Source: an optimization exercise on an open RTL-to-GDS flow (aim: a short achievable clock period and few clock cycles). Production flows keep margins and buffers that such runs may drop.
Only simulation tests tie the RTL to the original design; equivalence was not proved.
Power is estimated from default activity; no workload was simulated.

## orange
==> flow/design.v <==
package dcache_pkg;
    localparam int LINES_DEF = 16;
    localparam int WORDS_DEF = 4;
    localparam int OFFSET_W = $clog2(WORDS_DEF);
    localparam int INDEX_W = $clog2(LINES_DEF);
    localparam int TAG_W = 30 - OFFSET_W - INDEX_W;
endpackage
module dcache_data_array
#(
    parameter int LINES = dcache_pkg::LINES_DEF,
    parameter int WORDS = dcache_pkg::WORDS_DEF,
    localparam int AW = $clog2(LINES * WORDS)
) (
    input  logic          clock,
    input  logic          we,
    input  logic [AW-1:0] waddr,
    input  logic [31:0]   wdata,
    input  logic [AW-1:0] raddr,
    output logic [31:0]   rdata
);
    logic [31:0] mem [LINES*WORDS];
    always_ff @(posedge clock) begin
        if (we) mem[waddr] <= wdata;
    end
    assign rdata = mem[raddr];
endmodule
module dcache_ctrl
#(
    parameter int LINES = dcache_pkg::LINES_DEF,
    parameter int WORDS = dcache_pkg::WORDS_DEF
) (
    input  logic        clock,
    input  logic        reset,
    input  logic        cpu_req,
    input  logic        cpu_we,
    input  logic [31:0] cpu_addr,
    input  logic [31:0] cpu_wdata,
    output logic [31:0] cpu_rdata,
    output logic        cpu_ready,
    output logic        cpu_busy,
    input  logic        flush,
    output logic        mem_req,
    output logic        mem_we,
    output logic [31:0] mem_addr,
    output logic [31:0] mem_wdata,
    input  logic [31:0] mem_rdata,
    input  logic        mem_ack,
    output logic [15:0] hit_count,
    output logic [15:0] miss_count
);
    localparam int OW = $clog2(WORDS);
    localparam int IW = $clog2(LINES);
    localparam int TW = 30 - OW - IW;
    logic idle_q;                  
    logic rdy_q;                   
    logic mreq_q;                  
    logic refill_q;                
    logic shit_q;                  
    logic end_q;                   
    logic miss_q;                  
    logic byp_q;                   
    logic [OW-1:0] cnt_q;          
    logic [TW-1:0] tags [LINES];
    logic [LINES-1:0] valid;
    logic [31:0] rdata_q;
    logic [31:0] arr_rdata;
    logic [LINES-1:0] match;
    logic hit, accept, ack, arr_we;
    logic [TW-1:0] tag;
    logic [IW-1:0] idx;
    logic [OW-1:0] off;
    logic unused_addr_bits;
    assign unused_addr_bits = ^cpu_addr[1:0];
    assign tag = cpu_addr[31 -: TW];
    assign idx = cpu_addr[2+OW +: IW];
    assign off = cpu_addr[2 +: OW];
    always_comb begin
        for (int i = 0; i < LINES; i++) match[i] = valid[i] && tags[i] == tag;
    end
    assign hit = match[idx];
    assign accept = idle_q && cpu_req && !flush;
    assign ack = mreq_q && mem_ack;
    assign mem_req = mreq_q || (accept && cpu_we);
    assign mem_we = cpu_we;
    assign mem_addr = {cpu_addr[31:2+OW], cpu_we ? off : cnt_q, 2'b00};
    assign mem_wdata = cpu_wdata;
    assign cpu_ready = rdy_q || (mem_ack && end_q);
    assign cpu_rdata = rdata_q;
    assign arr_we = ack && (refill_q || shit_q);
    dcache_data_array #(.LINES(LINES), .WORDS(WORDS)) u_data (
        .clock(clock),
        .we(arr_we),
        .waddr({idx, refill_q ? cnt_q : off}),
        .wdata(refill_q ? mem_rdata : cpu_wdata),
        .raddr({idx, off}),
        .rdata(arr_rdata)
    );
    always_ff @(posedge clock) begin
        rdata_q <= byp_q ? mem_rdata : arr_rdata;
        if (accept) shit_q <= hit;
        if (ack && refill_q && cnt_q == OW'(WORDS - 1)) tags[idx] <= tag;
    end
    always_ff @(posedge clock) begin
        if (reset) begin
            idle_q <= 1'b1;
            rdy_q <= 1'b0;
            cpu_busy <= 1'b0;
            mreq_q <= 1'b0;
            refill_q <= 1'b0;
            end_q <= 1'b0;
            byp_q <= 1'b0;
            miss_q <= 1'b0;
            cnt_q <= '0;
            valid <= '0;
            hit_count <= '0;
            miss_count <= '0;
        end else begin
            if (idle_q && flush) valid <= '0;
            rdy_q <= 1'b0;
            if (accept) begin
                if (cpu_we) begin
                    idle_q <= 1'b0;
                    cpu_busy <= 1'b1;
                    mreq_q <= 1'b1;
                    end_q <= 1'b1;
                end else if (hit) begin
                    idle_q <= 1'b0;
                    rdy_q <= 1'b1;
                    hit_count <= hit_count + 16'(hit_count != 16'hFFFF);
                end else begin
                    idle_q <= 1'b0;
                    cpu_busy <= 1'b1;
                    mreq_q <= 1'b1;
                    refill_q <= 1'b1;
                end
            end
            miss_q <= accept && !cpu_we && !hit;
            if (miss_q) miss_count <= miss_count + 16'(miss_count != 16'hFFFF);
            if (rdy_q) begin
                idle_q <= 1'b1;
                cpu_busy <= 1'b0;
            end
            if (ack) begin
                if (refill_q) begin
                    cnt_q <= cnt_q + 1'b1;
                    end_q <= cnt_q == OW'(WORDS - 2) && off != OW'(WORDS - 1);
                    byp_q <= cnt_q == OW'(WORDS - 2) && off == OW'(WORDS - 1);
                end
                if (byp_q) rdy_q <= 1'b1;
                if (end_q || byp_q) begin
                    idle_q <= !byp_q;
                    cpu_busy <= byp_q;
                    mreq_q <= 1'b0;
                    refill_q <= 1'b0;
                    end_q <= 1'b0;
                    byp_q <= 1'b0;
                    if (refill_q) valid[idx] <= 1'b1;
                end
            end
        end
    end
endmodule
==> flow/config.mk <==
export PLATFORM = sky130hd
export DESIGN_NAME = dcache_ctrl
export DESIGN_NICKNAME = dcache_ctrl
export VERILOG_FILES = /design/flow/design.v
export SDC_FILE = /design/flow/constraint.sdc
export NUM_CORES = 4
export LEC_CHECK = 0
export ABC_CLOCK_PERIOD_IN_PS = 1000
export CAP_MARGIN = 20
export CORE_MARGIN = 2
export CORE_UTILIZATION = 50
export CTS_CLUSTER_DIAMETER = 60
export CTS_CLUSTER_SIZE = 25
export SETUP_SLACK_MARGIN = 3.1
export SLEW_MARGIN = 20
==> flow/constraint.sdc <==
create_clock -name core_clock -period 6.0 [get_ports {clock}]
set_input_delay 1.2000 -clock core_clock [delete_from_list [all_inputs] [get_ports {clock}]]
set_output_delay 1.2000 -clock core_clock [all_outputs]
set_load 0.01 [all_outputs]
run.sh (not shown) runs the stock make flow with config.mk's settings and CLKGATE_MAP_FILE= SYNTH_SCRIPT=/design/flow/synth_recipe.tcl, a recipe that flattens the netlist after the stock synthesis.
orange ended with every stage complete and zero timing, DRC or antenna violations.
Testbench counts of orange, summed over its fixed seeds: cycles 90,878.
Input-level comparison between purple and orange:
diff --git a/flow/design.v b/flow/design.v
--- a/flow/design.v
+++ b/flow/design.v
@@ -17,14 +17,21 @@
     input  logic [31:0]   wdata,
     input  logic [AW-1:0] raddr,
     output logic [31:0]   rdata
 );
     logic [31:0] mem [LINES*WORDS];
+    logic [LINES*WORDS-1:0] rsel;
     always_ff @(posedge clock) begin
         if (we) mem[waddr] <= wdata;
     end
-    assign rdata = mem[raddr];
+    always_comb begin
+        rdata = '0;
+        for (int i = 0; i < LINES*WORDS; i++) begin
+            rsel[i] = raddr == AW'(i);
+            rdata = rdata | (mem[i] & {32{rsel[i]}});
+        end
+    end
 endmodule
 module dcache_ctrl
 #(
     parameter int LINES = dcache_pkg::LINES_DEF,
     parameter int WORDS = dcache_pkg::WORDS_DEF
@@ -55,11 +62,10 @@
     logic rdy_q;                   
     logic mreq_q;                  
     logic refill_q;                
     logic shit_q;                  
     logic end_q;                   
-    logic miss_q;                  
     logic byp_q;                   
     logic [OW-1:0] cnt_q;          
     logic [TW-1:0] tags [LINES];
     logic [LINES-1:0] valid;
     logic [31:0] rdata_q;
@@ -107,11 +113,10 @@
             cpu_busy <= 1'b0;
             mreq_q <= 1'b0;
             refill_q <= 1'b0;
             end_q <= 1'b0;
             byp_q <= 1'b0;
-            miss_q <= 1'b0;
             cnt_q <= '0;
             valid <= '0;
             hit_count <= '0;
             miss_count <= '0;
         end else begin
@@ -130,14 +135,13 @@
                 end else begin
                     idle_q <= 1'b0;
                     cpu_busy <= 1'b1;
                     mreq_q <= 1'b1;
                     refill_q <= 1'b1;
+                    miss_count <= miss_count + 16'(miss_count != 16'hFFFF);
                 end
             end
-            miss_q <= accept && !cpu_we && !hit;
-            if (miss_q) miss_count <= miss_count + 16'(miss_count != 16'hFFFF);
             if (rdy_q) begin
                 idle_q <= 1'b1;
                 cpu_busy <= 1'b0;
             end
             if (ack) begin
[summary]
Summary of purple over orange: number of nets still failing antenna checks after routing has remained practically unchanged; global routing met3 resource utilization now sits higher; sum of net half-perimeters after detailed placement saw an increase; transition at the pin with the smallest max-transition slack increased 0.26 ns.
Largest stage delay on the critical path (purple over orange): decrease, 0.06 ns
purple against orange; cell count is up by more than 10%.
Looking at timing endpoint of the critical path, the rdata_q[8] result is from orange; the hit_count[7] one comes from purple.
Compared to orange, purple has relative contribution of the clock network to total power 0.8 points higher.
Testbench counts of purple, summed over its fixed seeds: cycles 90,878.

separate check: timing with driven ports:
Ports are ideal in the flow. The routed layouts listed here were re-timed in OpenROAD.
Step 1 sets driving cells, clkbuf_16 on the clock port and buf_2 on the other inputs (assumed; they add their load-dependent delay and slew).
Step 2, shift: input delay + t, output delay - t, t = (earliest + latest rising clock arrival at the registers) / 2. This alone moves slack from input paths to output paths.
Slacks: ideal / step 1 / step 2; pairs: ideal / step 1.
run	t (ns)	setup WS [ns]	worst setup path at the end	cell pins on the clock port's net
orange	0.928	2.787 / 2.579 / 1.658	input to register	1
purple	0.937	2.865 / 2.865 / 1.939	input to register	1
After both steps every run listed still meets setup and hold. For orange, which loses most, drivers alone change the setup slack by -0.208 ns; drivers and shift together by -1.129 ns.
